This is an optimization exercise on Yosys and OpenROAD, whose aim is small area, not a production implementation.
The RTL was checked by simulation tests, not by an equivalence proof against the original design.
The clock port is modelled as an ideal driver; clocking choices that lean on that would not hold on a real chip.
Power figures rest on the tool's default switching activity, not on a simulated workload.

[flow/run.sh]
#!/bin/bash
# synth_recipe.tcl (not shown) runs the flow's synth.tcl, then flattens the netlist and writes it again
# the make line also repeats each setting of config.mk as NAME=value (left out here)
make -C /OpenROAD-flow-scripts/flow DESIGN_CONFIG=/design/flow/config.mk WORK_HOME=/design/flow/orfs CLKGATE_MAP_FILE= SYNTH_SCRIPT=/design/flow/synth_recipe.tcl finish
[flow/config.mk]
export PLATFORM = sky130hd
export DESIGN_NAME = branch_target_buffer
export DESIGN_NICKNAME = branch_target_buffer
export VERILOG_FILES = /design/flow/design.v
export SDC_FILE = /design/flow/constraint.sdc
export NUM_CORES = 4
export LEC_CHECK = 0
export CAP_MARGIN = 20
export CORE_MARGIN = 2
export CORE_UTILIZATION = 60
export CTS_BUF_LIST = sky130_fd_sc_hd__clkbuf_4 sky130_fd_sc_hd__clkbuf_8
export CTS_CLUSTER_SIZE = 30
export SLEW_MARGIN = 20
export SYNTH_HIERARCHICAL = 1
[flow/constraint.sdc]
create_clock -name core_clock -period 7.0 [get_ports {clk}]
set_input_delay 1.4000 -clock core_clock [delete_from_list [all_inputs] [get_ports {clk}]]
set_output_delay 1.4000 -clock core_clock [all_outputs]
set_load 0.01 [all_outputs]
[flow/design.v]
package branch_target_buffer_pkg;
   localparam int DATA_WIDTH = 32;
   localparam logic [1:0] CTR_SNT = 2'b00;
   localparam logic [1:0] CTR_WNT = 2'b01;
   localparam logic [1:0] CTR_WT  = 2'b10;
   localparam logic [1:0] CTR_ST  = 2'b11;
endpackage
module bpred_sat_counter
(
   input  logic [1:0] ctr,
   input  logic       taken,
   input  logic       force_st,
   output logic [1:0] ctr_next
);
   always_comb begin
      ctr_next = ctr;
      if (force_st) begin
         ctr_next = branch_target_buffer_pkg::CTR_ST;
      end else if (taken) begin
         if (ctr != branch_target_buffer_pkg::CTR_ST) ctr_next = ctr + 2'd1;
      end else begin
         if (ctr != branch_target_buffer_pkg::CTR_SNT) ctr_next = ctr - 2'd1;
      end
   end
endmodule
module btb_aoi222
(
   input  logic a1, a2, b1, b2, c1, c2,
   output logic y
);
   assign y = ~((a1 & a2) | (b1 & b2) | (c1 & c2));
endmodule
module btb_nand2
(
   input  logic a, b,
   output logic y
);
   assign y = ~(a & b);
endmodule
module btb_nand3
(
   input  logic a, b, c,
   output logic y
);
   assign y = ~(a & b & c);
endmodule
module btb_nor2
(
   input  logic a, b,
   output logic y
);
   assign y = ~(a | b);
endmodule
module btb_mux16n
(
   input  logic [15:0] s,
   input  logic [15:0] d,
   output logic        yn
);
   logic [5:0] n;
   logic       p0, p1;
   btb_aoi222 u0 (.a1(s[0]),  .a2(d[0]),  .b1(s[1]),  .b2(d[1]),  .c1(s[2]),  .c2(d[2]),  .y(n[0]));
   btb_aoi222 u1 (.a1(s[3]),  .a2(d[3]),  .b1(s[4]),  .b2(d[4]),  .c1(s[5]),  .c2(d[5]),  .y(n[1]));
   btb_aoi222 u2 (.a1(s[6]),  .a2(d[6]),  .b1(s[7]),  .b2(d[7]),  .c1(s[8]),  .c2(d[8]),  .y(n[2]));
   btb_aoi222 u3 (.a1(s[9]),  .a2(d[9]),  .b1(s[10]), .b2(d[10]), .c1(s[11]), .c2(d[11]), .y(n[3]));
   btb_aoi222 u4 (.a1(s[12]), .a2(d[12]), .b1(s[13]), .b2(d[13]), .c1(s[14]), .c2(d[14]), .y(n[4]));
   btb_nand2  u5 (.a(s[15]), .b(d[15]), .y(n[5]));
   btb_nand3  u6 (.a(n[0]), .b(n[1]), .c(n[2]), .y(p0));
   btb_nand3  u7 (.a(n[3]), .b(n[4]), .c(n[5]), .y(p1));
   btb_nor2   u8 (.a(p0), .b(p1), .y(yn));
endmodule
module btb_vnext
(
   input  logic clr_n,
   input  logic v,
   input  logic we,
   output logic y
);
   assign y = clr_n & (v | we);
endmodule
module branch_target_buffer
(
   input  logic        clk,
   input  logic        rst_n,
   input  logic [31:0] pc_i,
   output logic        hit_o,
   output logic        pred_taken_o,
   output logic [31:0] pred_target_o,
   input  logic        upd_valid_i,
   input  logic [31:0] upd_pc_i,
   input  logic [31:0] upd_imm_i,
   input  logic        upd_taken_i,
   input  logic        upd_jump_i,
   input  logic        flush_i
);
   logic [15:0] tbl_valid;
   logic [25:0] tbl_tag    [16];
   logic [31:0] tbl_target [16];
   logic [1:0]  tbl_ctr    [16];
   logic [15:0] lk_sel, up_sel;
   logic [15:0] valid_d;
   logic [15:0] we_ctr, we_tgt;
   logic        lk_valid_n, up_valid_n;
   logic [25:0] lk_tag_n, up_tag_n;
   logic [31:0] lk_target_n;
   logic        lk_ctr1_n;
   logic [1:0]  up_ctr_n;
   logic        lk_match;
   logic        up_hit;
   logic        up_tk;
   logic        up_wr;
   logic        clr_n;
   logic [1:0]  up_ctr;
   logic [1:0]  ctr_base;
   logic [1:0]  ctr_next;
   logic [31:0] up_target;
   always_comb begin
      for (int i = 0; i < 16; i++) begin
         lk_sel[i] = (pc_i[5:2] == i[3:0]);
         up_sel[i] = (upd_pc_i[5:2] == i[3:0]);
      end
   end
   for (genvar b = 0; b < 26; b++) begin : g_tag
      logic [15:0] col;
      for (genvar i = 0; i < 16; i++) begin : g_col
         assign col[i] = tbl_tag[i][b];
      end
      btb_mux16n u_lk (.s(lk_sel), .d(col), .yn(lk_tag_n[b]));
      btb_mux16n u_up (.s(up_sel), .d(col), .yn(up_tag_n[b]));
   end
   for (genvar b = 0; b < 32; b++) begin : g_tgt
      logic [15:0] col;
      for (genvar i = 0; i < 16; i++) begin : g_col
         assign col[i] = tbl_target[i][b];
      end
      btb_mux16n u_lk (.s(lk_sel), .d(col), .yn(lk_target_n[b]));
   end
   for (genvar b = 0; b < 2; b++) begin : g_ctr
      logic [15:0] col;
      for (genvar i = 0; i < 16; i++) begin : g_col
         assign col[i] = tbl_ctr[i][b];
      end
      btb_mux16n u_up (.s(up_sel), .d(col), .yn(up_ctr_n[b]));
      if (b == 1) begin : g_lk
         btb_mux16n u_lk (.s(lk_sel), .d(col), .yn(lk_ctr1_n));
      end
   end
   btb_mux16n u_lk_valid (.s(lk_sel), .d(tbl_valid), .yn(lk_valid_n));
   btb_mux16n u_up_valid (.s(up_sel), .d(tbl_valid), .yn(up_valid_n));
   assign lk_match = !lk_valid_n && ((~lk_tag_n) == pc_i[31:6]);
   assign hit_o         = lk_match;
   assign pred_taken_o  = lk_match && !lk_ctr1_n;
   assign pred_target_o = pred_taken_o ? ~lk_target_n : {pc_i[31:2] + 30'd1, pc_i[1:0]};
   assign up_hit    = !up_valid_n && ((~up_tag_n) == upd_pc_i[31:6]);
   assign up_tk     = upd_taken_i || upd_jump_i;
   assign up_wr     = upd_valid_i && (up_hit || up_tk);
   assign up_target = upd_pc_i + upd_imm_i;
   assign up_ctr    = ~up_ctr_n;
   assign clr_n     = rst_n && !flush_i;
   assign ctr_base = up_hit ? up_ctr : branch_target_buffer_pkg::CTR_WNT;
   bpred_sat_counter u_ctr (
      .ctr      (ctr_base),
      .taken    (up_tk),
      .force_st (upd_jump_i),
      .ctr_next (ctr_next)
   );
   for (genvar i = 0; i < 16; i++) begin : g_ent
      assign we_ctr[i] = up_wr && up_sel[i];
      assign we_tgt[i] = upd_valid_i && up_tk && up_sel[i];
      btb_vnext u_vnext (.clr_n(clr_n), .v(tbl_valid[i]), .we(we_ctr[i]), .y(valid_d[i]));
      always_ff @(posedge clk) begin
         tbl_valid[i] <= valid_d[i];
         if (we_ctr[i]) tbl_ctr[i] <= ctr_next;
         if (we_tgt[i]) begin
            tbl_tag[i]    <= upd_pc_i[31:6];
            tbl_target[i] <= up_target;
         end
      end
   end
endmodule
==> results of run 1 <==
==> sequential cells by signal, summed over array words and instances (netlist names) <==
name        cells
tbl_tag       416
tbl_target    512
tbl_valid      16
tbl_ctr        32
==> cell families after synthesis <==
| group | count (synthesis) | share of synthesized area (%) |
|---|---|---|
| compound gates | 566 | 13.6 |
| buf+inv | 44 | 0.575 |
| fa+ha+maj | 36 | 1.18 |
| xor+xnor | 107 | 2.40 |
| flops | 976 | 74.8 |
| mux | 14 | 0.360 |
| simple gates | 601 | 7.12 |
==> critical path, delay by kind of cell <==
family / cells / cell delay, ns
fa+ha+maj: 1 / 0.22
buf+inv: 7 / 1.68
simple gates: 8 / 1.55
compound gates: 2 / 0.48
xor+xnor: 1 / 0.15
==> Yosys stat by module, one instance, submodules excluded, a selection <==
module / flip-flops and latches / copies in the design / area (sq um) / cells
bpred_sat_counter: 0 / 1 / 36.3 / 7
branch_target_buffer: 976 / 1 / 32800 / 1520
btb_aoi222: 0 / 445 / 10.0 / 1
btb_nand2: 0 / 89 / 3.75 / 1
btb_nand3: 0 / 178 / 5.00 / 1
btb_nor2: 0 / 89 / 3.75 / 1
btb_vnext: 0 / 16 / 7.51 / 1
==> power groups by stage <==
stage	clock [mW]	sequential [mW]	combinational (mW)
floorplan	0	6.85	0.529
global placement	0	6.85	1.06
detailed placement	0	6.86	1.09
CTS	4.74	6.74	1.09
global route	4.99	6.74	1.21
finish	4.72	6.74	1.16
==> final cells by class <==
cell class / instances / area, sq um
flip-flops and latches: 976 / 29100
fillers: 4162 / 17400
multi-input cells: 1329 / 10000
repair buffers: 395 / 3640
clock buffers: 207 / 2550
well taps: 855 / 1070
clock inverters: 66 / 442
inverters: 26 / 97.6
diodes: 7 / 17.5
==> path summary, 6_finish.rpt <==
kind | to | slack, ns | cells after the start
worst max-delay path | pred_target_o[11] | 0.1 | 19
worst min-delay path | tbl_valid[13] | 0.48 | 1
worst max register to register | tbl_ctr[14][1] | 3.08 | 12
worst min register to register | tbl_valid[13] | 0.48 | 1
==> metrics by stage <==
| stage | cells | area [sq um] | power [mW] | util [%] | hold slack (ns) |
|---|---|---|---|---|---|
| after global routing | 3855 | 46900 | 12.9 | 73.0 | 0.505 |
| after detailed placement | 3557 | 43500 | 7.95 | 67.6 | 0.469 |
| final | 3861 | 47000 | 12.6 | 73.0 | 0.484 |
| after CTS | 3830 | 46500 | 12.6 | 72.3 | 0.484 |
| after global placement | 3555 | 43500 | 7.91 | 67.5 | 0.463 |
| after floorplan | 2344 | 39000 | 7.38 | - | 0.447 |
==> timing repair <==
item | 4_1_cts | 5_1_grt
gates resized for setup | 8 | 46
gates cloned | 0 | 6
setup endpoints to repair | 33 | 33
pin swaps | 2 | 20
setup buffers | 0 | 16
==> cell usage in the layout, fill, tap and decap left out, drive strengths merged, types with 10 or more instances in the layout <==
cell type      Yosys  layout
o21a              21      21
xnor2             60      60
xor2              47      47
o21ai             19      19
and3              12      14
a21oi             52      52
clkdlybuf4s50      0     108
buf                8     258
and2              12      15
dfxtp             16      16
dlymetal6s2s       0      23
inv               26      36
ha                35      35
nor4              10      10
nand2            132     132
nand4             16      16
nor3              10      10
clkbuf            10     212
a222oi           445     445
clkinv             0      55
nor2             168     168
nor2b             15      15
mux2i             14      14
nand3            204     204
edfxtp           960     960
==> routing by layer <==
layer  wire, microns  up-vias  part of all wire, %
li1                -    11500                    -
met3           19900      529                   15
met5              57        -                0.042
met4            7770        8                  5.8
met1           44600    13900                   33
met2           62200     2642                   46
==> flow_summary.toml, run 1 <==
[routing]
drt-vias-per-instance = 7.41
initialDrtViolationCount = 6772
routed-via-count = 28600
post_drt_wl_per_cell_microns = 34.8
drt-pass1-iter-count = 13
finalWirelength_mm = 135
ant_nets = 0
drt_drc_violations_left = 0

[critical_path]
critical_path.startpoint_type = "input pin"
timing.critical_path.fanout_max = 13
regToRegStartpoint = "tbl_tag[0][0]"
critPathMaxStageDelay_ns = 0.55
worst_setup_path_startpoint = "pc_i[2]"
timing.critical_path.to_type = "output port"
timing_worst_setup_path_type = "input pin to output port"
timing.critical_path.slowest_stage_cell = "sky130_fd_sc_hd__clkdlybuf4s50_1"
critical_path_cell_by_cell = "clkdlybuf4s15_2 -> buf_4 -> ha_2 -> and2_4 -> buf_4 -> a222oi_1 -> nand3_1 -> nor2_1 -> xnor2_1 -> nor4_2 -> buf_4 -> nand4_1 -> nor4_2 -> buf_4 -> and2b_4 -> buf_8 -> nor2_1 -> a21oi_2 -> clkdlybuf4s50_1"
worstPathRequired_ns = 5.60
critPathMostFrequentCell = "sky130_fd_sc_hd__buf_4"
crit_arrival_ns = 5.50

[die]
rows = 93
core_area_sq_um = 64300
die_outline_area_sq_um = 67000
total_i_o_pin_count = 136
chipHeight_microns = 259
die_width_microns = 259
initial_core_util_pct = 60.6

[power_and_ir_drop]
clock_power_share_pct = 37.4
power.switching_fraction_pct = 24.6
power-per-cell-area_nw_per_um2 = 269
p_leak_nw = 16.0
p_seq_share_pct = 53.4
ir_drop_worst_vdd_uv = 218
power_frac_comb_pct = 9.2
p_switching_mw = 3.10
internal_cell_power_mw = 9.52

[grt]
grt_antenna_before_repair = 7
grt.busiest_layer = "met2"
gr-total-overflow = 0
gr-usage-met1_pct = 51.3
wire_length_of_the_first_global_routing_pass_mm = 187
use_met2_pct = 61.6
gr-usage-all-layers_pct = 39.5
use_met3_pct = 10.2
grt_start_max_net_pins = 59
number_of_global_route_vias_before_repair = 27800

[sta]
slew_headroom_pct = 21.4
hold_viol = 0
final-setup-viol-count = 0
timing.final.crit_period_ns = 6.90
fin_setup_tns_ns = 0
timing.final.max_slew_violations = 0
max_clock_freq_mhz = 145
rsz0062_at_grt = "yes"
worst-slew-pin-transition_ns = 1.18
worst_slack_ns = 0.0979
layout_worst_path_cycle_share_pct = 98.6
final_worst_clock_skew_ns = 0.0402

[cts]
number_of_clock_sinks = 976
cts_made_buffers = 155
ctsHtreeMaxLevel = 4
cts_hold_repair.buffers = 0
tritoncts = "yes"
clk_transition_reported_paths_ns = 0.06
clock_tree.buffer_depth = 3
clk_root_buffer_cell = "sky130_fd_sc_hd__clkbuf_8"
worstSkewPairLatency_ns = 0.83

[synthesis]
synthesis.area_sq_um = 39000
synth_ff_type = "sky130_fd_sc_hd__edfxtp_1"
yosysTopAreaCell = "sky130_fd_sc_hd__edfxtp_1"
ys_seq_area_share_pct = 74.8
synthTopCellsByArea = "sky130_fd_sc_hd__edfxtp_1, sky130_fd_sc_hd__a222oi_1, sky130_fd_sc_hd__nand3_1"
yosys.cell_types.count = 57
ys_top_cells_by_count = "sky130_fd_sc_hd__edfxtp_1, sky130_fd_sc_hd__a222oi_1, sky130_fd_sc_hd__nand3_1"
synthesis.area_per_instance_sq_um = 16.6
syn_inst = 2344
syn_nets = 2482
synthArstFlopShare_pct = 0
synth-edff-count = 960
synth_largest_type_area_fraction_pct = 74.0
synth_most_common_cell = "sky130_fd_sc_hd__edfxtp_1"
yosysWarningCount = 11
synth.ff_latch_count = 976

[placed_design]
placement.setup.worst_slack_ns = -0.329
dp_hpwl_mm = 81.5
placement.io_buffers = 135
final_wtd_congestion = 0.942

[outcome]
run_status = "finished clean"

[final_layout]
num-nets-final = 3021
flow.area_growth_from_synthesis_pct = 20.5
final_layout_size_suffix_gt1_share_pct = 20.0

[worst_hold_path]
min-delay-start = "tbl_valid[13]"
min_delay_worst_type = "register to register"

[flow_run]
max_cap_viol_count = 0
==> run 2, diff against run 1 <==
--- a/flow/config.mk
+++ b/flow/config.mk
@@ -7,8 +7,6 @@
 export LEC_CHECK = 0
 export CAP_MARGIN = 20
 export CORE_MARGIN = 2
-export CORE_UTILIZATION = 60
-export CTS_BUF_LIST = sky130_fd_sc_hd__clkbuf_4 sky130_fd_sc_hd__clkbuf_8
-export CTS_CLUSTER_SIZE = 30
+export CORE_UTILIZATION = 40
 export SLEW_MARGIN = 20
 export SYNTH_HIERARCHICAL = 1
==> run 2 against run 1 <==
Critical path type unchanged. Still clean on timing, DRC and antenna. Largest power group unchanged. Critical endpoint is now pred_target_o[23]. Sequential cell count unchanged. Global-route usage down 12 points. Total power up 7.2%. Combinational power up 4%.
==> flow_summary.toml, run 2 <==
[outcome]
run_status = "finished clean"

[final_layout]
final_layout_size_suffix_gt1_share_pct = 18.0
layout.cell_area.non_filler_sq_um = 48400
antennaDiodeCount = 0
num-nets-final = 2973
mostFrequentLayoutCells = "sky130_fd_sc_hd__edfxtp_1, sky130_fd_sc_hd__a222oi_1, sky130_fd_sc_hd__buf_4"
postLayoutCoreUtil_pct = 50.1
flow.area_growth_from_synthesis_pct = 24.2
stdcell_count = 4191
layout_commonest_cell = "sky130_fd_sc_hd__edfxtp_1"
largest_registers = "tbl_target (512), tbl_tag (416), tbl_ctr (32)"
largest_register_ffs = 512
registers.top_by_ff_count = "tbl_target"

[sta]
final-setup-viol-count = 0
worst-slew-pin-transition_ns = 1.15
final_worst_clock_skew_ns = 0.0284
timing.final.crit_period_ns = 6.91
worst_slack_ns = 0.0920
layout_worst_path_cycle_share_pct = 98.7
fin_setup_tns_ns = 0
max_clock_freq_mhz = 145
hold_viol = 0
slew_headroom_pct = 23.0
timing.final.max_slew_violations = 0

[routing]
drt-vias-per-instance = 6.69
drt-pass1-iter-count = 10
finalWirelength_mm = 141
drt_drc_violations_left = 0
post_drt_wl_per_cell_microns = 33.7
initialDrtViolationCount = 6203
routed-via-count = 28000
ant_nets = 0

[cts]
clk_root_buffer_cell = "sky130_fd_sc_hd__clkbuf_16"
worstSkewPairLatency_ns = 0.70
cts_made_buffers = 100
cts_hold_repair.buffers = 0
clock_tree.buffer_depth = 3
clk_transition_reported_paths_ns = 0.06
ctsHtreeMaxLevel = 3
tritoncts = "yes"
number_of_clock_sinks = 976

[die]
core_area_sq_um = 96600
die_width_microns = 316
total_i_o_pin_count = 136
chipHeight_microns = 316
rows = 114
initial_core_util_pct = 40.4
die_outline_area_sq_um = 99900

[placed_design]
final_wtd_congestion = 0.923
detailed_place.area_sq_um = 44500
dp.cells = 3988
placement.io_buffers = 135
placement.setup.worst_slack_ns = -0.430
dp_hpwl_mm = 88.3

[grt]
gr-total-overflow = 0
gr-usage-all-layers_pct = 27.6
wire_length_of_the_first_global_routing_pass_mm = 196
grt_start_max_net_pins = 52
grt_antenna_before_repair = 5
number_of_global_route_vias_before_repair = 27000

[synthesis]
yosys.cell_types.count = 57
synthTopCellsByArea = "sky130_fd_sc_hd__edfxtp_1, sky130_fd_sc_hd__a222oi_1, sky130_fd_sc_hd__nand3_1"
synth_largest_type_area_fraction_pct = 74.0
synth-edff-count = 960
syn_inst = 2344
ys_seq_area_share_pct = 74.8
syn_nets = 2482
synth_ff_type = "sky130_fd_sc_hd__edfxtp_1"
synthArstFlopShare_pct = 0
synth.ff_latch_count = 976
synthesis.area_sq_um = 39000
yosysTopAreaCell = "sky130_fd_sc_hd__edfxtp_1"
yosysWarningCount = 11
synth_most_common_cell = "sky130_fd_sc_hd__edfxtp_1"
ys_top_cells_by_count = "sky130_fd_sc_hd__edfxtp_1, sky130_fd_sc_hd__a222oi_1, sky130_fd_sc_hd__nand3_1"
synthesis.area_per_instance_sq_um = 16.6

[critical_path]
crit_arrival_ns = 5.51
timing.critical_path.to_type = "output port"
slack_of_the_worst_reg_to_reg_path_ns = 3.09
reg2regPathDepth = 13
critical_path.startpoint_type = "input pin"
timing_worst_setup_path_type = "input pin to output port"
timing.critical_path.fanout_max = 13
worstPathRequired_ns = 5.60

[worst_hold_path]
min_delay_worst_type = "register to register"
hold_path_depth = 1

[flow_run]
max_cap_viol_count = 0

[power_and_ir_drop]
p_leak_nw = 16.3
power-per-cell-area_nw_per_um2 = 279
ir_drop_worst_vdd_uv = 207
-- run 2: cell counts after synthesis --
Identical to the previous run, type by type.
-- run 2: timing repair --
item | CTS | global route
resized for setup | 18 | 45
pin swaps | 7 | 10
endpoints found under the setup margin | 33 | 29
buffers inserted | 0 | 13
gates cloned | 2 | 4
-- run 2: layer usage --
| metal | track usage, % | wire length (microns) | up-vias |
|---|---|---|---|
| met4 | 11.7 | 6800 | 6 |
| met3 | 6.24 | 19400 | 408 |
| met5 | 0 | 43 | - |
| li1 | - | - | 11400 |
| met2 | 41.9 | 62500 | 2316 |
| met1 | 38.3 | 52500 | 14000 |
-- run 2: path summary, 6_finish.rpt --
kind,start,endpoint
worst max-delay path,pc_i[2],pred_target_o[23]
worst min-delay path,tbl_valid[0],tbl_valid[0]
worst max register to register,tbl_tag[9][0],tbl_ctr[9][1]
worst min register to register,tbl_valid[0],tbl_valid[0]
-- run 2: worst max-delay path, cell delays in order --
cell                              delay, ns
sky130_fd_sc_hd__clkdlybuf4s15_2       0.26
sky130_fd_sc_hd__inv_1                 0.09
sky130_fd_sc_hd__ha_2                  0.27
sky130_fd_sc_hd__and2_4                0.19
sky130_fd_sc_hd__buf_12                0.16
sky130_fd_sc_hd__buf_4                 0.15
sky130_fd_sc_hd__a222oi_1              0.44
sky130_fd_sc_hd__nand3_1               0.13
sky130_fd_sc_hd__nor2_1                0.15
sky130_fd_sc_hd__xnor2_1               0.09
sky130_fd_sc_hd__nor4_1                0.31
sky130_fd_sc_hd__nand4_1               0.23
sky130_fd_sc_hd__nor4_2                0.39
sky130_fd_sc_hd__and2b_4               0.23
sky130_fd_sc_hd__buf_12                0.15
sky130_fd_sc_hd__buf_4                 0.13
sky130_fd_sc_hd__buf_6                 0.12
sky130_fd_sc_hd__buf_4                 0.11
sky130_fd_sc_hd__mux2i_1               0.20
sky130_fd_sc_hd__clkdlybuf4s15_1       0.26
-- run 2: through the flow --
| step | hold slack (ns) | total power [mW] |
|---|---|---|
| after floorplan | 0.447 | 7.38 |
| after global placement | 0.459 | 7.97 |
| after CTS | 0.490 | 13.5 |
| after detailed placement | 0.471 | 8.01 |
| after global routing | 0.502 | 13.9 |
| final | 0.495 | 13.5 |
-- run 2: per-module statistics from Yosys, one instance, submodules excluded, excerpt --
| module | flops+latches | area, sq um |
|---|---|---|
| btb_nand2 | 0 | 3.75 |
| branch_target_buffer | 976 | 32800 |
| btb_vnext | 0 | 7.51 |
| btb_nand3 | 0 | 5.00 |
| btb_nor2 | 0 | 3.75 |
| btb_aoi222 | 0 | 10.0 |
-- run 2: power by group --
part,internal [mW],switching [mW],leakage [nW]
Clock,3.28,2.31,1.67
Sequential,6.70,0.0381,8.81
Combinational,0.394,0.813,5.78
Total,10.4,3.16,16.3
-- run 2: cells by family (layout without fill, tap and decap cells) --
kind of cell,count (synthesis),count (layout),synth area share [%]
flops,976,976,74.8
simple gates,601,604,7.12
compound gates,566,566,13.6
xor+xnor,107,107,2.40
buf+inv,44,612,0.575
fa+ha+maj,36,36,1.18
mux,14,14,0.360
-- run 2: final cells by class --
class	count	area, sq um
Clock inverter	66	890
Multi-Input combinational cell	1327	9990
Inverter	26	97.6
Tap cell	1276	1600
Timing Repair Buffer	404	4120
Clock buffer	116	2570
Fill cell	7901	48100
Sequential cell	976	29100
==> run 3, diff against run 2 <==
--- a/flow/design.v
+++ b/flow/design.v
@@ -50,6 +50,62 @@
    output logic y
 );
    assign y = ~(a | b);
+endmodule
+module btb_nor3
+(
+   input  logic a, b, c,
+   output logic y
+);
+   assign y = ~(a | b | c);
+endmodule
+module btb_nor4
+(
+   input  logic a, b, c, d,
+   output logic y
+);
+   assign y = ~(a | b | c | d);
+endmodule
+module btb_xor2
+(
+   input  logic a, b,
+   output logic y
+);
+   assign y = a ^ b;
+endmodule
+module btb_xnor2
+(
+   input  logic a, b,
+   output logic y
+);
+   assign y = ~(a ^ b);
+endmodule
+module btb_a21oi
+(
+   input  logic a1, a2, b1,
+   output logic y
+);
+   assign y = ~((a1 & a2) | b1);
+endmodule
+module btb_o21ai
+(
+   input  logic a1, a2, b1,
+   output logic y
+);
+   assign y = ~((a1 | a2) & b1);
+endmodule
+module btb_ha
+(
+   input  logic a, b,
+   output logic s, co
+);
+   assign {co, s} = {1'b0, a} + {1'b0, b};
+endmodule
+module btb_mux2i
+(
+   input  logic a0, a1, s,
+   output logic y
+);
+   assign y = ~(s ? a1 : a0);
 endmodule
 module btb_mux16n
 (
@@ -68,6 +124,51 @@
    btb_nand3  u6 (.a(n[0]), .b(n[1]), .c(n[2]), .y(p0));
    btb_nand3  u7 (.a(n[3]), .b(n[4]), .c(n[5]), .y(p1));
    btb_nor2   u8 (.a(p0), .b(p1), .y(yn));
+endmodule
+module btb_tagcmp
+(
+   input  logic [25:0] tag_n,
+   input  logic [25:0] tag,
+   input  logic        valid_n,
+   output logic [2:0]  grp_miss
+);
+   logic [26:0] mis;
+   logic [8:0]  z;
+   for (genvar b = 0; b < 26; b++) begin : g_b
+      btb_xnor2 u_x (.a(tag_n[b]), .b(tag[b]), .y(mis[b]));
+   end
+   assign mis[26] = valid_n;
+   for (genvar k = 0; k < 9; k++) begin : g_z
+      btb_nor3 u_z (.a(mis[3*k]), .b(mis[3*k+1]), .c(mis[3*k+2]), .y(z[k]));
+   end
+   for (genvar k = 0; k < 3; k++) begin : g_g
+      btb_nand3 u_g (.a(z[3*k]), .b(z[3*k+1]), .c(z[3*k+2]), .y(grp_miss[k]));
+   end
+endmodule
+module btb_add32
+(
+   input  logic [31:0] a,
+   input  logic [31:0] b,
+   output logic [31:0] s
+);
+   logic [32:0] c;
+   logic        g0;
+   btb_ha u_b0 (.a(a[0]), .b(b[0]), .s(s[0]), .co(g0));
+   btb_nand2 u_c1 (.a(a[0]), .b(b[0]), .y(c[1]));
+   for (genvar i = 1; i < 32; i++) begin : g_b
+      if (i % 2 == 1) begin : g_odd
+         logic np, ng;
+         btb_xnor2 u_p (.a(a[i]), .b(b[i]), .y(np));
+         btb_nand2 u_g (.a(a[i]), .b(b[i]), .y(ng));
+         btb_o21ai u_c (.a1(np), .a2(c[i]), .b1(ng), .y(c[i+1]));
+         btb_xor2  u_s (.a(np), .b(c[i]), .y(s[i]));
+      end else begin : g_even
+         logic p, g;
+         btb_ha    u_h (.a(a[i]), .b(b[i]), .s(p), .co(g));
+         btb_a21oi u_c (.a1(p), .a2(c[i]), .b1(g), .y(c[i+1]));
+         btb_xor2  u_s (.a(p), .b(c[i]), .y(s[i]));
+      end
+   end
 endmodule
 module btb_vnext
 (
@@ -97,7 +198,7 @@
    logic [25:0] tbl_tag    [16];
    logic [31:0] tbl_target [16];
    logic [1:0]  tbl_ctr    [16];
-   logic [15:0] lk_sel, up_sel;
+   logic [15:0] lk_sel, lt_sel, up_sel;
    logic [15:0] valid_d;
    logic [15:0] we_ctr, we_tgt;
    logic        lk_valid_n, up_valid_n;
@@ -105,7 +206,9 @@
    logic [31:0] lk_target_n;
    logic        lk_ctr1_n;
    logic [1:0]  up_ctr_n;
-   logic        lk_match;
+   logic [2:0]  lk_miss, up_miss;
+   logic [31:0] lk_inc_n;
+   logic [3:0]  lk_taken;
    logic        up_hit;
    logic        up_tk;
    logic        up_wr;
@@ -117,6 +220,7 @@
    always_comb begin
       for (int i = 0; i < 16; i++) begin
          lk_sel[i] = (pc_i[5:2] == i[3:0]);
+         lt_sel[i] = (pc_i[5:2] == i[3:0]);
          up_sel[i] = (upd_pc_i[5:2] == i[3:0]);
       end
    end
@@ -133,7 +237,7 @@
       for (genvar i = 0; i < 16; i++) begin : g_col
          assign col[i] = tbl_target[i][b];
       end
-      btb_mux16n u_lk (.s(lk_sel), .d(col), .yn(lk_target_n[b]));
+      btb_mux16n u_lk (.s(lt_sel), .d(col), .yn(lk_target_n[b]));
    end
    for (genvar b = 0; b < 2; b++) begin : g_ctr
       logic [15:0] col;
@@ -147,16 +251,23 @@
    end
    btb_mux16n u_lk_valid (.s(lk_sel), .d(tbl_valid), .yn(lk_valid_n));
    btb_mux16n u_up_valid (.s(up_sel), .d(tbl_valid), .yn(up_valid_n));
-   assign lk_match = !lk_valid_n && ((~lk_tag_n) == pc_i[31:6]);
-   assign hit_o         = lk_match;
-   assign pred_taken_o  = lk_match && !lk_ctr1_n;
-   assign pred_target_o = pred_taken_o ? ~lk_target_n : {pc_i[31:2] + 30'd1, pc_i[1:0]};
-   assign up_hit    = !up_valid_n && ((~up_tag_n) == upd_pc_i[31:6]);
-   assign up_tk     = upd_taken_i || upd_jump_i;
-   assign up_wr     = upd_valid_i && (up_hit || up_tk);
-   assign up_target = upd_pc_i + upd_imm_i;
-   assign up_ctr    = ~up_ctr_n;
-   assign clr_n     = rst_n && !flush_i;
+   btb_tagcmp u_lk_cmp (.tag_n(lk_tag_n), .tag(pc_i[31:6]), .valid_n(lk_valid_n), .grp_miss(lk_miss));
+   btb_nor3   u_hit    (.a(lk_miss[0]), .b(lk_miss[1]), .c(lk_miss[2]), .y(hit_o));
+   for (genvar k = 0; k < 4; k++) begin : g_tk
+      btb_nor4 u_tk (.a(lk_miss[0]), .b(lk_miss[1]), .c(lk_miss[2]), .d(lk_ctr1_n), .y(lk_taken[k]));
+   end
+   assign pred_taken_o = lk_taken[0];
+   assign lk_inc_n = ~{pc_i[31:2] + 30'd1, pc_i[1:0]};
+   for (genvar b = 0; b < 32; b++) begin : g_out
+      btb_mux2i u_o (.a0(lk_inc_n[b]), .a1(lk_target_n[b]), .s(lk_taken[b / 8]), .y(pred_target_o[b]));
+   end
+   btb_tagcmp u_up_cmp (.tag_n(up_tag_n), .tag(upd_pc_i[31:6]), .valid_n(up_valid_n), .grp_miss(up_miss));
+   assign up_hit = ~|up_miss;
+   assign up_tk  = upd_taken_i || upd_jump_i;
+   assign up_wr  = upd_valid_i && (up_hit || up_tk);
+   assign up_ctr = ~up_ctr_n;
+   assign clr_n  = rst_n && !flush_i;
+   btb_add32 u_add (.a(upd_pc_i), .b(upd_imm_i), .s(up_target));
    assign ctr_base = up_hit ? up_ctr : branch_target_buffer_pkg::CTR_WNT;
    bpred_sat_counter u_ctr (
       .ctr      (ctr_base),
--- a/flow/config.mk
+++ b/flow/config.mk
@@ -7,6 +7,9 @@
 export LEC_CHECK = 0
 export CAP_MARGIN = 20
 export CORE_MARGIN = 2
-export CORE_UTILIZATION = 40
+export CORE_UTILIZATION = 50
+export CTS_BUF_LIST = sky130_fd_sc_hd__clkbuf_16
+export CTS_CLUSTER_DIAMETER = 100
+export CTS_CLUSTER_SIZE = 20
 export SLEW_MARGIN = 20
 export SYNTH_HIERARCHICAL = 1
==> run 3 against run 2 <==
Still clean on timing, DRC and antenna. Sequential share of layout area rose by 3.6 points. Synthesized cell count is 5.8% lower. Design area decreased by 5.6%. Count of clock-buffer cells in the layout shrank 61. Combinational power decreased by 6%. Global-route usage rose by 5.2 points. Highest routed layer unchanged.
==> flow_summary.toml, run 3 <==
[final_layout]
mostFrequentLayoutCells = "sky130_fd_sc_hd__edfxtp_1, sky130_fd_sc_hd__a222oi_1, sky130_fd_sc_hd__buf_4"
flow.area_growth_from_synthesis_pct = 19.1
num-nets-final = 2800
layout_commonest_cell = "sky130_fd_sc_hd__edfxtp_1"
postLayoutCoreUtil_pct = 60.2
fill_cells = 5678
registers.top_by_ff_count = "tbl_target"
largest_register_ffs = 512
final_layout_size_suffix_gt1_share_pct = 17.8
largest_registers = "tbl_target (512), tbl_tag (416), tbl_ctr (32)"

[synthesis]
synthesis.area_sq_um = 38400
yosys.cell_types.count = 35
syn_nets = 2330
synth_ff_type = "sky130_fd_sc_hd__edfxtp_1"
synthTopCellsByArea = "sky130_fd_sc_hd__edfxtp_1, sky130_fd_sc_hd__a222oi_1, sky130_fd_sc_hd__nand3_1"
syn_inst = 2208
synth-edff-count = 960
yosysTopAreaCell = "sky130_fd_sc_hd__edfxtp_1"
synth.ff_latch_count = 976
ys_seq_area_share_pct = 76.0
ys_top_cells_by_count = "sky130_fd_sc_hd__edfxtp_1, sky130_fd_sc_hd__a222oi_1, sky130_fd_sc_hd__nand3_1"
synthArstFlopShare_pct = 0
yosysWarningCount = 11
synthesis.area_per_instance_sq_um = 17.4
synth_largest_type_area_fraction_pct = 75.1
synth_most_common_cell = "sky130_fd_sc_hd__edfxtp_1"

[sta]
timing.final.max_slew_violations = 0
timing.final.crit_period_ns = 6.93
worst-slew-pin-transition_ns = 1.13
timing.hold.ws_ns = 0.484
layout_worst_path_cycle_share_pct = 99.0
hold_viol = 0
worst_slack_ns = 0.0689
slew_headroom_pct = 24.7
final-setup-viol-count = 0
final_worst_clock_skew_ns = 0.0299
max_clock_freq_mhz = 144

[cts]
clk_root_buffer_cell = "sky130_fd_sc_hd__clkbuf_16"
clk_transition_reported_paths_ns = 0.08
cts_made_buffers = 54
clock_tree.buffer_depth = 3
number_of_clock_sinks = 976
tritoncts = "yes"
ctsHtreeMaxLevel = 2
worstSkewPairLatency_ns = 0.66

[grt]
gr-usage-met1_pct = 44.7
grt_antenna_before_repair = 4
use_met2_pct = 52.2
gr-total-overflow = 0
gr-usage-all-layers_pct = 32.7
wire_length_of_the_first_global_routing_pass_mm = 183
use_met3_pct = 6.17
grt_start_max_net_pins = 50
grt.busiest_layer = "met2"
number_of_global_route_vias_before_repair = 25700

[critical_path]
critical_path.startpoint_type = "input pin"
timing_worst_setup_path_type = "input pin to output port"
timing.critical_path.slowest_stage_cell = "sky130_fd_sc_hd__clkdlybuf4s50_1"
critical_path_cell_by_cell = "dlygate4sd2_1 -> nor2b_2 -> and2_4 -> buf_4 -> a222oi_1 -> nand3_1 -> nor2_2 -> xnor2_1 -> nor3_2 -> nand3_1 -> buf_4 -> nor4_4 -> buf_12 -> mux2i_1 -> clkdlybuf4s50_1"
worstPathRequired_ns = 5.60
timing.critical_path.fanout_max = 9
critPathMaxStageDelay_ns = 0.58
crit_arrival_ns = 5.53
timing.critical_path.to_type = "output port"

[placed_design]
placement.io_buffers = 135
dp_hpwl_mm = 74.1
placement.setup.worst_slack_ns = -1.54
final_wtd_congestion = 0.868

[routing]
post_drt_wl_per_cell_microns = 35.3
initialDrtViolationCount = 5434
drt_drc_violations_left = 0
finalWirelength_mm = 132
drt-pass1-iter-count = 12
drt-vias-per-instance = 7.13
ant_nets = 0
routed-via-count = 26600

[power_and_ir_drop]
internal_cell_power_mw = 8.53
p_leak_nw = 15.0
power_frac_comb_pct = 10.3
clock_power_share_pct = 29.3
power_mw = 11.1
power-per-cell-area_nw_per_um2 = 243
power.switching_fraction_pct = 23.2
p_seq_share_pct = 60.4
ir_drop_worst_vdd_uv = 209
p_switching_mw = 2.58

[die]
rows = 101
core_area_sq_um = 75900
initial_core_util_pct = 50.5
die_outline_area_sq_um = 79000
total_i_o_pin_count = 136
die_width_microns = 281
chipHeight_microns = 281

[flow_run]
max_cap_viol_count = 0

[outcome]
run_status = "finished clean"

[worst_hold_path]
min_delay_worst_type = "register to register"
run 3: changes by cell type after synthesis, sizes merged, moves of 5 or more:
cell / delta
ha: -15
a21oi: -35
nor2: -39
nand2: -6
nor3: +12
mux2i: +18
o21a: -5
xnor2: +11
nor2b: -8
or3: -5
xor2: +9
clkbuf: -9
run 3: cell type report:
class,instances,area (sq um),share of cell area (%)
sequential,976,29100,63.8
clock buffer,55,1380,3.01
tap,1030,1290,2.82
timing repair buffer,405,3820,8.37
inverter,22,82.6,0.181
antenna,1,2.50,0.00548
multi-input combinational,1219,9820,21.5
clock inverter,23,138,0.301
run 3: path summary, 6_finish.rpt:
check / start / end / slack, ns / cells after the start
max reg2reg: tbl_tag[9][17] / tbl_ctr[11][0] / 3.56 / 9
min reg2reg: tbl_valid[13] / tbl_valid[13] / 0.48 / 1
max: pc_i[5] / pred_target_o[2] / 0.07 / 15
min: tbl_valid[13] / tbl_valid[13] / 0.48 / 1
run 3: power groups by stage:
stage	Clock (mW)	Sequential (mW)	Combinational, mW
6_report	3.25	6.72	1.14
5_1_grt	3.49	6.73	1.20
4_1_cts	3.28	6.72	1.07
3_5_place_dp	0	6.85	1.02
3_3_place_gp	0	6.84	0.993
2_1_floorplan	0	6.84	0.484
run 3: worst max-delay path, delay by kind of cell:
kind / cells / cell delay, ns
and+or+nand+nor: 7 / 1.93
buffers and inverters: 5 / 1.72
muxes: 1 / 0.22
xor gates and xnor gates: 1 / 0.13
AOI/OAI and AO/OA: 1 / 0.09
run 3: kinds of logic (layout without fill, tap and decap cells):
kind of cell | Yosys count | count (layout) | synth area share [%]
flip-flops | 976 | 976 | 76.0
AND/OR/NAND/NOR | 532 | 546 | 6.86
AO/OA/AOI/OAI | 494 | 494 | 12.5
XOR/XNOR | 127 | 127 | 2.90
multiplexers | 32 | 32 | 0.835
buffers and inverters | 27 | 505 | 0.277
adder cells (fa/ha/maj) | 20 | 20 | 0.652
other | 0 | 1 | 0
run 3: per-module statistics from Yosys (local to each module, per instance), a selection:
module / times used / cell area, sq um / cells
btb_nor4: 4 / 12.5 / 1
btb_mux2i: 32 / 10.0 / 1
btb_nand3: 184 / 5.00 / 1
btb_nor3: 19 / 10.0 / 1
btb_o21ai: 15 / 5.00 / 1
btb_nor2: 89 / 3.75 / 1
btb_xor2: 31 / 8.76 / 1
btb_a21oi: 15 / 8.76 / 1
btb_xnor2: 68 / 8.76 / 1
btb_ha: 16 / 12.5 / 1
btb_vnext: 16 / 7.51 / 1
branch_target_buffer: 1 / 30300 / 1162
btb_nand2: 105 / 3.75 / 1
btb_aoi222: 445 / 10.0 / 1
bpred_sat_counter: 1 / 36.3 / 7
run 3: timing repair:
action                     in CTS  in global routing
pin swaps                      29                 39
resized for setup              44                 59
hold buffers                    0                  0
cloned                         12                  3
setup buffers                  22                 24
setup endpoints to repair     106                112
run 3: through the flow:
stage / TNS [ns] / cells / cell area [sq um]
4_1_cts: 0 / 3703 / 45100
3_5_place_dp: -131.35 / 3591 / 43200
5_1_grt: -1.07 / 3731 / 45700
6_report: 0 / 3731 / 45700
3_3_place_gp: -121.51 / 3591 / 43200
2_1_floorplan: 0 / 2208 / 38400
run 3: layer usage:
metal,up-vias,wire length (microns)
met5,-,59
met4,6,6140
met3,361,17400
met2,2055,60700
met1,13400,47300
li1,10700,-
==> run 4, diff against run 3 <==
--- a/flow/config.mk
+++ b/flow/config.mk
@@ -11,5 +11,6 @@
 export CTS_BUF_LIST = sky130_fd_sc_hd__clkbuf_16
 export CTS_CLUSTER_DIAMETER = 100
 export CTS_CLUSTER_SIZE = 20
+export GPL_TIMING_DRIVEN = 0
 export SLEW_MARGIN = 20
 export SYNTH_HIERARCHICAL = 1
==> run 4 against run 3 <==
Still clean. Critical path depth unchanged. Worst hold slack improved by 0.0062 ns. Utilization increased by 0.72 points. Wire length decreased by 1.8%. Clock power about the same. Die area unchanged. Non-clock buffer count decreased by 110. Setup slack improved by 0.023 ns. Total power decreased by 0.67%. Synthesized cell count unchanged. Maximum frequency increased by 0.33%. Design area increased by 1.2%.
==> flow_summary.toml, run 4 <==
[die]
die_outline_area_sq_um = 79000
rows = 101
chipHeight_microns = 281
die_width_microns = 281
core_area_sq_um = 75900
initial_core_util_pct = 50.5
total_i_o_pin_count = 136

[power_and_ir_drop]
power-per-cell-area_nw_per_um2 = 239
power_mw = 11.0
p_leak_nw = 14.7
ir_drop_worst_vdd_uv = 181

[critical_path]
regToRegStartpoint = "tbl_tag[9][15]"
crit_arrival_ns = 5.51
critical-path-top-delay-family = "buffers and inverters"
timing_worst_setup_path_type = "input pin to output port"
timing.critical_path.slowest_stage_cell = "sky130_fd_sc_hd__clkdlybuf4s50_1"
path_buf_inv = 5
critical_path.startpoint_type = "input pin"
critical_path_cell_by_cell = "dlygate4sd2_1 -> clkbuf_8 -> nor2_4 -> and2_4 -> buf_16 -> a222oi_1 -> nand3_1 -> nor2_1 -> xnor2_1 -> nor3_2 -> nand3_4 -> nor4_4 -> buf_8 -> mux2i_1 -> clkdlybuf4s50_1"
critPathMaxStageDelay_ns = 0.60
worstPathRequired_ns = 5.60
worst_setup_path_startpoint = "pc_i[4]"
timing.critical_path.fanout_max = 35
timing.critical_path.to_type = "output port"

[routing]
drt-pass1-iter-count = 13
drt-vias-per-instance = 7.15
drt_drc_violations_left = 0
finalWirelength_mm = 129
routed-via-count = 25900
post_drt_wl_per_cell_microns = 35.7
initialDrtViolationCount = 4984
ant_nets = 0

[worst_hold_path]
min_delay_worst_type = "register to register"
min-delay-start = "tbl_valid[7]"

[synthesis]
yosysTopAreaCell = "sky130_fd_sc_hd__edfxtp_1"
ys_seq_area_share_pct = 76.0
synth_largest_type_area_fraction_pct = 75.1
yosysWarningCount = 11
synth.ff_latch_count = 976
ys_top_cells_by_count = "sky130_fd_sc_hd__edfxtp_1, sky130_fd_sc_hd__a222oi_1, sky130_fd_sc_hd__nand3_1"
syn_inst = 2208
synth_ff_type = "sky130_fd_sc_hd__edfxtp_1"
synth-edff-count = 960
yosys.cell_types.count = 35
synth_most_common_cell = "sky130_fd_sc_hd__edfxtp_1"
synthesis.area_sq_um = 38400
synthArstFlopShare_pct = 0
synthTopCellsByArea = "sky130_fd_sc_hd__edfxtp_1, sky130_fd_sc_hd__a222oi_1, sky130_fd_sc_hd__nand3_1"
syn_nets = 2330
synthesis.area_per_instance_sq_um = 17.4

[cts]
clock_tree.buffer_depth = 3
number_of_clock_sinks = 976
ctsHtreeMaxLevel = 2
cts_made_buffers = 54
worstSkewPairLatency_ns = 0.65
clk_transition_reported_paths_ns = 0.08
cts_hold_repair.buffers = 0
tritoncts = "yes"
clk_root_buffer_cell = "sky130_fd_sc_hd__clkbuf_16"

[sta]
hold_viol = 0
timing.final.max_slew_violations = 0
timing.final.crit_period_ns = 6.91
worst-slew-pin-transition_ns = 1.16
final_worst_clock_skew_ns = 0.0212
layout_worst_path_cycle_share_pct = 98.7
slew_headroom_pct = 22.5
max_clock_freq_mhz = 145
final-setup-viol-count = 0

[grt]
grt_start_max_net_pins = 40
gr-usage-all-layers_pct = 32.3
grt_antenna_before_repair = 2
number_of_global_route_vias_before_repair = 25000
gr-total-overflow = 0
wire_length_of_the_first_global_routing_pass_mm = 179

[placed_design]
dp_hpwl_mm = 77.3
detailed_place.area_sq_um = 43600
placement.io_buffers = 135
final_wtd_congestion = 0.788

[final_layout]
layout.cell_area.non_filler_sq_um = 46200
final_layout_size_suffix_gt1_share_pct = 14.6
largest_registers = "tbl_target (512), tbl_tag (416), tbl_ctr (32)"
flow.area_growth_from_synthesis_pct = 20.5
layout_commonest_cell = "sky130_fd_sc_hd__edfxtp_1"
mostFrequentLayoutCells = "sky130_fd_sc_hd__edfxtp_1, sky130_fd_sc_hd__a222oi_1, sky130_fd_sc_hd__nand3_1"
num-nets-final = 2689
largest_register_ffs = 512
registers.top_by_ff_count = "tbl_target"

[outcome]
run_status = "finished clean"

[flow_run]
max_cap_viol_count = 0
-- run 4: modules after synthesis, one instance, submodules excluded, excerpt --
module / cells / area (sq um) / flops+latches
branch_target_buffer: 1162 / 30300 / 976
bpred_sat_counter: 7 / 36.3 / 0
btb_nor4: 1 / 12.5 / 0
btb_ha: 1 / 12.5 / 0
btb_mux2i: 1 / 10.0 / 0
btb_nor3: 1 / 10.0 / 0
btb_xnor2: 1 / 8.76 / 0
btb_a21oi: 1 / 8.76 / 0
btb_xor2: 1 / 8.76 / 0
btb_nand3: 1 / 5.00 / 0
btb_nand2: 1 / 3.75 / 0
-- run 4: cell families after synthesis --
family | after synthesis | synth area share (%)
XOR/XNOR | 127 | 2.90
multiplexers | 32 | 0.835
flip-flops | 976 | 76.0
AND/OR/NAND/NOR | 532 | 6.86
AO/OA/AOI/OAI | 494 | 12.5
adder cells (fa/ha/maj) | 20 | 0.652
buffers and inverters | 27 | 0.277
-- run 4: final timing paths --
check / to / slack [ns] / cells after the start
hold reg to reg: tbl_valid[7] / 0.49 / 1
hold / removal: tbl_valid[7] / 0.49 / 1
setup reg to reg: tbl_ctr[2][0] / 3.45 / 10
setup / recovery: pred_target_o[14] / 0.09 / 15
-- run 4: final cells by class --
class	count	area [sq um]
Antenna cell	1	2.50
Buffer	5	40.0
Clock buffer	55	1380
Clock inverter	23	118
Fill cell	5499	29700
Inverter	22	109
Multi-Input combinational cell	1218	9930
Sequential cell	976	29100
Tap cell	1030	1290
Timing Repair Buffer	290	4220
-- run 4: worst register-to-register path, delay by kind of cell, from the launching register on --
family,cells,cell delay (ns)
simple gates,7,1.79
compound gates,2,0.94
flops,1,0.40
xor+xnor,1,0.10
-- run 4: layer usage --
layer  vias up  wire length [microns]  global-route usage [%]
li1      10500                      -                       -
met1     13100                  47500                    43.5
met2      1873                  60100                    51.3
met3       387                  14900                    5.82
met4         2                   6650                    15.0
met5         -                     10                       0
-- run 4: repair_timing --
item                       4_1_cts  5_1_grt
setup buffers                   33       21
gates resized for setup         66       37
pin swaps                       24       35
setup endpoints to repair      210      174
cloned                          13        0
-- run 4: power breakdown --
part	total [mW]	internal, mW	switching, mW
logic	1.08	0.373	0.703
clock network	3.24	1.45	1.80
registers	6.72	6.68	0.0351
total	11.0	8.50	2.54
-- run 4: per-stage QoR --
step	utilization, %	hold slack [ns]	cells	TNS, ns	setup slack, ns
2_1_floorplan	-	0.447	2208	0	0.0988
3_3_place_gp	54.0	0.459	3373	-2219.28	-4.20
6_report	60.9	0.490	3620	0	0.0917
5_1_grt	60.9	0.510	3619	-1.47	-0.0725
3_5_place_dp	57.4	0.474	3474	-339.92	-2.69
4_1_cts	60.3	0.489	3598	0	0.00637
==> run 5, diff against run 4 <==
==> flow/flow/run.sh (new file) <==
#!/bin/bash
# Own layout flow: the standard flow, with three changes after synthesis.
#  - ports are buffered with buf_2 instead of the flow's default buffer;
#  - the clock tree uses clkbuf_16 only, larger sink clusters and no dummy loads;
#  - after global routing, gates on paths with positive slack are downsized
#    (RECOVER_POWER).
# Synthesis is the standard one, run unchanged. Each step's output goes to its
# own log file here.
set -euo pipefail
bash standard.sh synth > synth.log 2>&1
bash standard.sh \
   "BUFFER_PORTS_ARGS=-buffer_cell sky130_fd_sc_hd__buf_2" \
   "CTS_ARGS=-sink_clustering_enable -repair_clock_nets -dont_use_dummy_load -buf_list sky130_fd_sc_hd__clkbuf_16 -sink_clustering_size 20 -sink_clustering_max_diameter 100" \
   "RECOVER_POWER=100" \
   finish > finish.log 2>&1
==> flow/standard.sh (new file) <==
#!/bin/bash
# synth_recipe.tcl (not shown) runs the flow's synth.tcl, then flattens the netlist and writes it again
# the make line also repeats each setting of config.mk as NAME=value (left out here)
make -C /OpenROAD-flow-scripts/flow DESIGN_CONFIG=/design/flow/config.mk WORK_HOME=/design/flow/orfs CLKGATE_MAP_FILE= SYNTH_SCRIPT=/design/flow/synth_recipe.tcl "${@:-finish}"
--- a/flow/config.mk
+++ b/flow/config.mk
@@ -8,9 +8,6 @@
 export CAP_MARGIN = 20
 export CORE_MARGIN = 2
 export CORE_UTILIZATION = 50
-export CTS_BUF_LIST = sky130_fd_sc_hd__clkbuf_16
-export CTS_CLUSTER_DIAMETER = 100
-export CTS_CLUSTER_SIZE = 20
 export GPL_TIMING_DRIVEN = 0
 export SLEW_MARGIN = 20
 export SYNTH_HIERARCHICAL = 1
removed: flow/run.sh
==> run 5 against run 4 <==
Still clean. Clock skew grew 0.026 ns. Count of clock-buffer cells in the layout shrank 1. Register-to-register slack lost 0.19 ns. Global-route usage shrank 1.8 points. Clock power shrank 5%. First-iteration DRC count shrank 0.94%. Utilization shrank 2.7 points. Sequential power is essentially flat. Maximum frequency grew 0.75%. Non-clock buffer count shrank 56. Final cell count shrank 2.5%. Critical path type unchanged.
==> flow_summary.toml, run 5 <==
[grt]
grt_antenna_before_repair = 3
grt_start_max_net_pins = 41
number_of_global_route_vias_before_repair = 24700
wire_length_of_the_first_global_routing_pass_mm = 170
gr-usage-all-layers_pct = 30.5
gr-total-overflow = 0

[routing]
post_drt_wl_per_cell_microns = 34.6
drt-vias-per-instance = 7.18
ant_nets = 0
routed-via-count = 25300
finalWirelength_mm = 122
drt-pass1-iter-count = 12
initialDrtViolationCount = 4937
drt_drc_violations_left = 0

[placed_design]
final_wtd_congestion = 0.773
dp_hpwl_mm = 77.2
dp.cells = 3463
detailed_place.area_sq_um = 42600
placement.io_buffers = 135

[critical_path]
slack_of_the_worst_reg_to_reg_path_ns = 3.26
reg2regPathDepth = 9
r2r_end = "tbl_ctr[4][1]"
worstPathRequired_ns = 5.60
regToRegStartpoint = "tbl_tag[0][16]"
timing.critical_path.to_type = "output port"
timing.critical_path.fanout_max = 35
crit_arrival_ns = 5.46
timing_worst_setup_path_type = "input pin to output port"
critical_path.startpoint_type = "input pin"

[final_layout]
mostFrequentLayoutCells = "sky130_fd_sc_hd__edfxtp_1, sky130_fd_sc_hd__a222oi_1, sky130_fd_sc_hd__nand3_1"
final_layout_size_suffix_gt1_share_pct = 15.7
layout.cell_area.non_filler_sq_um = 44200
registers.top_by_ff_count = "tbl_target"
layout_commonest_cell = "sky130_fd_sc_hd__edfxtp_1"
stdcell_count = 3528
largest_registers = "tbl_target (512), tbl_tag (416), tbl_ctr (32)"
postLayoutCoreUtil_pct = 58.2
num-nets-final = 2620
largest_register_ffs = 512
flow.area_growth_from_synthesis_pct = 15.2

[cts]
number_of_clock_sinks = 976
clock_tree.buffer_depth = 3
ctsHtreeMaxLevel = 2
clk_root_buffer_cell = "sky130_fd_sc_hd__clkbuf_16"
cts_made_buffers = 54
tritoncts = "yes"
worstSkewPairLatency_ns = 0.64
clk_transition_reported_paths_ns = 0.08

[worst_hold_path]
worst_hold_end = "tbl_valid[10]"
min_delay_worst_type = "register to register"
hold_path_depth = 1
min-delay-start = "tbl_valid[10]"

[synthesis]
synth_ff_type = "sky130_fd_sc_hd__edfxtp_1"
yosysWarningCount = 11
synthesis.area_sq_um = 38400
synthesis.area_per_instance_sq_um = 17.4
syn_nets = 2330
ys_seq_area_share_pct = 76.0
yosysTopAreaCell = "sky130_fd_sc_hd__edfxtp_1"
synth_largest_type_area_fraction_pct = 75.1
synthArstFlopShare_pct = 0
ys_top_cells_by_count = "sky130_fd_sc_hd__edfxtp_1, sky130_fd_sc_hd__a222oi_1, sky130_fd_sc_hd__nand3_1"
yosys.cell_types.count = 35
syn_inst = 2208
synth_most_common_cell = "sky130_fd_sc_hd__edfxtp_1"
synth.ff_latch_count = 976
synth-edff-count = 960
synthTopCellsByArea = "sky130_fd_sc_hd__edfxtp_1, sky130_fd_sc_hd__a222oi_1, sky130_fd_sc_hd__nand3_1"

[sta]
slew_headroom_pct = 21.5
timing.final.max_slew_violations = 0
final_worst_clock_skew_ns = 0.0470
hold_viol = 0
layout_worst_path_cycle_share_pct = 98.0
final-setup-viol-count = 0
worst-slew-pin-transition_ns = 1.17
timing.final.crit_period_ns = 6.86
timing.hold.ws_ns = 0.488
max_clock_freq_mhz = 146
fin_setup_tns_ns = 0

[die]
die_outline_area_sq_um = 79000
initial_core_util_pct = 50.5
core_area_sq_um = 75900
die_width_microns = 281
chipHeight_microns = 281
total_i_o_pin_count = 136
rows = 101

[power_and_ir_drop]
p_leak_nw = 13.9
ir_drop_worst_vdd_uv = 182
power-per-cell-area_nw_per_um2 = 243

[flow_run]
max_cap_viol_count = 0

[outcome]
run_status = "finished clean"
run 5: cell counts after synthesis:
Identical to the previous run, type by type.
run 5: through the flow:
step | setup WS [ns] | power, mW
final | 0.143 | 10.7
after detailed placement | -2.22 | 7.74
after global routing | -0.0180 | 11.0
after floorplan | 0.0988 | 7.33
after CTS | 0.0134 | 10.8
after global placement | -3.18 | 7.67
run 5: cell families after synthesis:
group	Yosys count	synth area share (%)
flip-flops	976	76.0
AND/OR/NAND/NOR	532	6.86
buffers and inverters	27	0.277
multiplexers	32	0.835
AO/OA/AOI/OAI	494	12.5
adder cells (fa/ha/maj)	20	0.652
XOR/XNOR	127	2.90
run 5: report_power, final:
part | total [mW] | switching [mW] | internal, mW
clock | 3.09 | 1.72 | 1.37
sequential | 6.72 | 0.0354 | 6.68
combinational | 0.941 | 0.654 | 0.287
total | 10.7 | 2.41 | 8.34
run 5: cell type report:
cell class | count | area (sq um)
clock buffers | 54 | 1350
flip-flops and latches | 976 | 29100
multi-input cells | 1205 | 9550
plain buffers | 5 | 25.0
well taps | 1030 | 1290
fillers | 5722 | 31800
repair buffers | 234 | 2740
diodes | 2 | 5.00
inverters | 22 | 85.1
run 5: worst max-delay path: stages:
cell	delay [ns]
sky130_fd_sc_hd__buf_2	0.13
sky130_fd_sc_hd__buf_2	0.25
sky130_fd_sc_hd__nor2b_1	0.31
sky130_fd_sc_hd__and2_4	0.56
sky130_fd_sc_hd__buf_16	0.31
sky130_fd_sc_hd__a222oi_1	0.17
sky130_fd_sc_hd__nand3_1	0.10
sky130_fd_sc_hd__nor2_1	0.08
sky130_fd_sc_hd__xnor2_1	0.14
sky130_fd_sc_hd__nor3_2	0.30
sky130_fd_sc_hd__nand3_1	0.39
sky130_fd_sc_hd__nor4_4	0.37
sky130_fd_sc_hd__buf_4	0.19
sky130_fd_sc_hd__buf_6	0.16
sky130_fd_sc_hd__mux2i_1	0.30
sky130_fd_sc_hd__buf_2	0.18
run 5: Yosys stat by module (local to each module, per instance), excerpt:
module             cell area, sq um  cells inside  flip-flops and latches
btb_nand2                      3.75             1                       0
btb_xor2                       8.76             1                       0
btb_aoi222                     10.0             1                       0
btb_o21ai                      5.00             1                       0
btb_ha                         12.5             1                       0
btb_vnext                      7.51             1                       0
btb_nand3                      5.00             1                       0
bpred_sat_counter              36.3             7                       0
run 5: timing repair:
action	in CTS	in global routing
hold buffers	0	0
endpoints found under the setup margin	141	123
pin swaps	5	11
gates resized for setup	23	15
buffers inserted	1	8
run 5: worst max-delay path by stage:
stage            startpoint           endpoint  slack (ns)  cells after the start
6_report            pc_i[5]  pred_target_o[12]        0.14                     16
5_1_grt        upd_imm_i[1]  tbl_target[7][31]       -0.02                     34
4_1_cts             pc_i[4]   pred_target_o[4]        0.01                     15
3_5_place_dp    upd_pc_i[0]  tbl_target[8][31]       -2.22                     33
3_3_place_gp        pc_i[4]  pred_target_o[19]       -3.18                     12
2_1_floorplan   upd_pc_i[1]  tbl_target[0][31]         0.1                     32
run 5: layer usage:
layer / GRT usage (%) / wire (microns)
met5: 0.688 / 84
met4: 12.1 / 5010
met3: 6.11 / 14900
met2: 47.7 / 56000
met1: 42.2 / 46000
==> run 6, diff against run 5 <==
==> flow/flow/run.sh (replaced) <==
#!/bin/bash
# Own layout flow: the standard flow, with these changes after synthesis.
#  - ports are buffered with buf_2 instead of the flow's default buffer;
#  - placement, repair and routing may not use buffers larger than buf_6
#    (flow/dont_use.tcl, sourced before each of those steps);
#  - the clock tree uses clkbuf_8, sink clusters of up to 16 and no dummy loads.
# Synthesis is the standard one, run unchanged. Each step's output goes to its
# own log file here.
set -euo pipefail
DU=$PWD/flow/dont_use.tcl
bash standard.sh synth > synth.log 2>&1
bash standard.sh \
   "BUFFER_PORTS_ARGS=-buffer_cell sky130_fd_sc_hd__buf_2" \
   "CTS_ARGS=-sink_clustering_enable -repair_clock_nets -dont_use_dummy_load -buf_list sky130_fd_sc_hd__clkbuf_8 -sink_clustering_size 16 -sink_clustering_max_diameter 100" \
   "PRE_GLOBAL_PLACE_TCL=$DU" "PRE_RESIZE_TCL=$DU" "PRE_DETAIL_PLACE_TCL=$DU" \
   "PRE_CTS_TCL=$DU" "PRE_GLOBAL_ROUTE_TCL=$DU" "PRE_REPAIR_TIMING_POST_PLACE_TCL=$DU" \
   finish > finish.log 2>&1
==> flow/flow/dont_use.tcl (new file) <==
set_dont_use {sky130_fd_sc_hd__buf_8 sky130_fd_sc_hd__buf_12 sky130_fd_sc_hd__buf_16 sky130_fd_sc_hd__bufbuf_8 sky130_fd_sc_hd__bufbuf_16 sky130_fd_sc_hd__clkdlybuf4s50_1 sky130_fd_sc_hd__clkdlybuf4s50_2}
--- a/flow/config.mk
+++ b/flow/config.mk
@@ -8,6 +8,5 @@
 export CAP_MARGIN = 20
 export CORE_MARGIN = 2
 export CORE_UTILIZATION = 50
-export GPL_TIMING_DRIVEN = 0
 export SLEW_MARGIN = 20
 export SYNTH_HIERARCHICAL = 1
==> run 6 against run 5 <==
Sequential share of layout area increased by 2.4 points. Non-clock buffer count increased by 78. Area after synthesis unchanged. Clock skew decreased by 0.0013 ns. Total power decreased by 4.0%. Design area decreased by 3.5%. First-iteration DRC count increased by 8.0%. Critical path type unchanged. Largest cell class unchanged. Largest power group unchanged.
==> flow_summary.toml, run 6 <==
[grt]
gr-total-overflow = 0
gr-usage-met1_pct = 43.1
gr-usage-all-layers_pct = 31.8
use_met2_pct = 50.7
grt_antenna_before_repair = 4
number_of_global_route_vias_before_repair = 25400
grt_start_max_net_pins = 47
use_met3_pct = 6.77
grt.busiest_layer = "met2"
wire_length_of_the_first_global_routing_pass_mm = 179

[final_layout]
final_layout_size_suffix_gt1_share_pct = 16.2
layout_commonest_cell = "sky130_fd_sc_hd__edfxtp_1"
mostFrequentLayoutCells = "sky130_fd_sc_hd__edfxtp_1, sky130_fd_sc_hd__a222oi_1, sky130_fd_sc_hd__nand3_1"
postLayoutCoreUtil_pct = 56.1
largest_register_ffs = 512
num-nets-final = 2714
largest_registers = "tbl_target (512), tbl_tag (416), tbl_ctr (32)"
flow.area_growth_from_synthesis_pct = 11.1
registers.top_by_ff_count = "tbl_target"

[critical_path]
crit_arrival_ns = 5.42
timing.critical_path.fanout_max = 44
critical-path-top-delay-family = "simple AND/OR/NAND/NOR gates"
critPathMaxStageDelay_ns = 0.82
slack_of_the_worst_reg_to_reg_path_ns = 3.61
critical_path.startpoint_type = "input pin"
path_buf_inv = 3
worstPathRequired_ns = 5.60
timing_worst_setup_path_type = "input pin to output port"
regToRegStartpoint = "tbl_tag[0][15]"
r2r_end = "tbl_ctr[10][1]"
timing.critical_path.slowest_stage_cell = "sky130_fd_sc_hd__and2_4"
critical_path_cell_by_cell = "buf_2 -> nor2b_1 -> and2_4 -> a222oi_1 -> nand3_1 -> nor2_1 -> xnor2_1 -> nor3_2 -> nand3_1 -> nor4_4 -> buf_4 -> mux2i_1 -> buf_2"
reg2regPathDepth = 9
timing.critical_path.to_type = "output port"

[synthesis]
synth_ff_type = "sky130_fd_sc_hd__edfxtp_1"
synthesis.area_per_instance_sq_um = 17.4
syn_nets = 2330
synth.ff_latch_count = 976
synth-edff-count = 960
synthesis.area_sq_um = 38400
yosys.cell_types.count = 35
ys_top_cells_by_count = "sky130_fd_sc_hd__edfxtp_1, sky130_fd_sc_hd__a222oi_1, sky130_fd_sc_hd__nand3_1"
syn_inst = 2208
ys_seq_area_share_pct = 76.0
synthArstFlopShare_pct = 0
yosysTopAreaCell = "sky130_fd_sc_hd__edfxtp_1"
synth_most_common_cell = "sky130_fd_sc_hd__edfxtp_1"
yosysWarningCount = 11
synthTopCellsByArea = "sky130_fd_sc_hd__edfxtp_1, sky130_fd_sc_hd__a222oi_1, sky130_fd_sc_hd__nand3_1"
synth_largest_type_area_fraction_pct = 75.1

[cts]
clk_transition_reported_paths_ns = 0.10
worstSkewPairLatency_ns = 0.72
number_of_clock_sinks = 976
cts_hold_repair.buffers = 0
tritoncts = "yes"
cts_made_buffers = 70

[sta]
hold_viol = 0
worst-slew-pin-transition_ns = 1.24
timing.final.crit_period_ns = 6.82
rsz0062_at_grt = "no"
fin_setup_tns_ns = 0
timing.final.max_slew_violations = 0
final-setup-viol-count = 0
max_clock_freq_mhz = 147
timing.hold.ws_ns = 0.492
layout_worst_path_cycle_share_pct = 97.5
slew_headroom_pct = 17.2
final_worst_clock_skew_ns = 0.0458

[routing]
ant_nets = 0
post_drt_wl_per_cell_microns = 35.0
drt_drc_violations_left = 0
drt-pass1-iter-count = 14
initialDrtViolationCount = 5331
finalWirelength_mm = 127
drt-vias-per-instance = 7.17
routed-via-count = 26000

[die]
die_outline_area_sq_um = 79000
die_width_microns = 281
total_i_o_pin_count = 136
rows = 101
core_area_sq_um = 75900
initial_core_util_pct = 50.5
chipHeight_microns = 281

[placed_design]
placement.io_buffers = 135
dp_hpwl_mm = 73.6
final_wtd_congestion = 0.869

[worst_hold_path]
worst_hold_end = "tbl_valid[10]"
min_delay_worst_type = "register to register"
hold_path_depth = 1
min-delay-start = "tbl_valid[10]"

[outcome]
run_status = "finished clean"

[power_and_ir_drop]
ir_drop_worst_vdd_uv = 159
power-per-cell-area_nw_per_um2 = 242
p_leak_nw = 13.5

[flow_run]
max_cap_viol_count = 0
==> run 6: cell types whose count changed in the layout (fill, tap and decap cells not counted), moves of 9 or more <==
cell / delta
sky130_fd_sc_hd__buf_4: +29
sky130_fd_sc_hd__buf_12: -44
sky130_fd_sc_hd__inv_1: +15
sky130_fd_sc_hd__clkbuf_1: -23
sky130_fd_sc_hd__buf_1: +76
sky130_fd_sc_hd__buf_2: +84
sky130_fd_sc_hd__clkbuf_16: -54
sky130_fd_sc_hd__xor2_1: -10
sky130_fd_sc_hd__xor2_2: +9
sky130_fd_sc_hd__buf_16: -38
sky130_fd_sc_hd__inv_2: -15
sky130_fd_sc_hd__clkbuf_8: +70
==> run 6: worst max-delay path by stage <==
stage | start | endpoint | cells after the start
final | pc_i[5] | pred_target_o[14] | 13
after global routing | upd_imm_i[0] | tbl_target[3][31] | 36
after CTS | upd_imm_i[0] | tbl_target[11][30] | 34
after detailed placement | upd_imm_i[0] | tbl_target[5][31] | 35
after global placement | upd_pc_i[0] | tbl_target[4][31] | 35
after floorplan | upd_pc_i[1] | tbl_target[0][31] | 32
==> run 6: where the power goes <==
group	switching (mW)	leakage, nW	internal [mW]
logic	0.683	4.20	0.271
clock network	1.74	0.503	0.903
registers	0.0361	8.82	6.68
==> run 6: metrics by stage <==
| step | instance area (sq um) | std cells | total power [mW] | worst slack (ns) |
|---|---|---|---|---|
| 2_1_floorplan | 38400 | 2208 | 7.33 | 0.0988 |
| 6_report | 42600 | 3623 | 10.3 | 0.177 |
| 4_1_cts | 42400 | 3613 | 10.3 | 0.00656 |
| 5_1_grt | 42600 | 3622 | 10.6 | 0.0417 |
| 3_3_place_gp | 41400 | 3539 | 7.73 | -0.836 |
| 3_5_place_dp | 41400 | 3543 | 7.76 | -1.04 |
==> run 6: kinds of logic after synthesis <==
logic type               count (synthesis)  share of synthesized area [%]
AO/OA/AOI/OAI                          494                           12.5
multiplexers                            32                          0.835
flip-flops                             976                           76.0
adder cells (fa/ha/maj)                 20                          0.652
AND/OR/NAND/NOR                        532                           6.86
buffers and inverters                   27                          0.277
XOR/XNOR                               127                           2.90
==> run 6: final cells by class <==
cell class	count	area (sq um)
repair buffers	317	1610
fillers	6019	33300
well taps	1030	1290
flip-flops and latches	976	29100
multi-input cells	1205	9540
inverters	22	83.8
clock buffers	70	963
diodes	3	7.51
==> run 6: timing repair <==
| action | in CTS | in global routing |
|---|---|---|
| endpoints found under the setup margin | 48 | 112 |
| resized for setup | 4 | 16 |
| setup buffers | 0 | 6 |
| pin swaps | 1 | 6 |
==> run 6: routing by layer <==
layer / vias up / routed length, microns
met1: 13200 / 46900
li1: 10500 / -
met3: 295 / 15800
met4: 2 / 4710
met2: 1981 / 59500
met5: - / 34
==> run 6: per-module statistics from Yosys (local to each module, per instance), excerpt <==
| module | times used | flip-flops and latches |
|---|---|---|
| btb_aoi222 | 445 | 0 |
| branch_target_buffer | 1 | 976 |
| btb_nor2 | 89 | 0 |
| btb_nand2 | 105 | 0 |
| bpred_sat_counter | 1 | 0 |
| btb_nand3 | 184 | 0 |
| btb_mux2i | 32 | 0 |
| btb_nor4 | 4 | 0 |
| btb_vnext | 16 | 0 |
| btb_xnor2 | 68 | 0 |
| btb_ha | 16 | 0 |
| btb_a21oi | 15 | 0 |

Check on run 6: ideal ports give 0.177 ns setup slack; a clkbuf_16 on the clock port and buf_2 on the inputs give 0.151 ns; moving port delays by the midpoint clock arrival (0.763 ns) as well gives -0.340 ns.
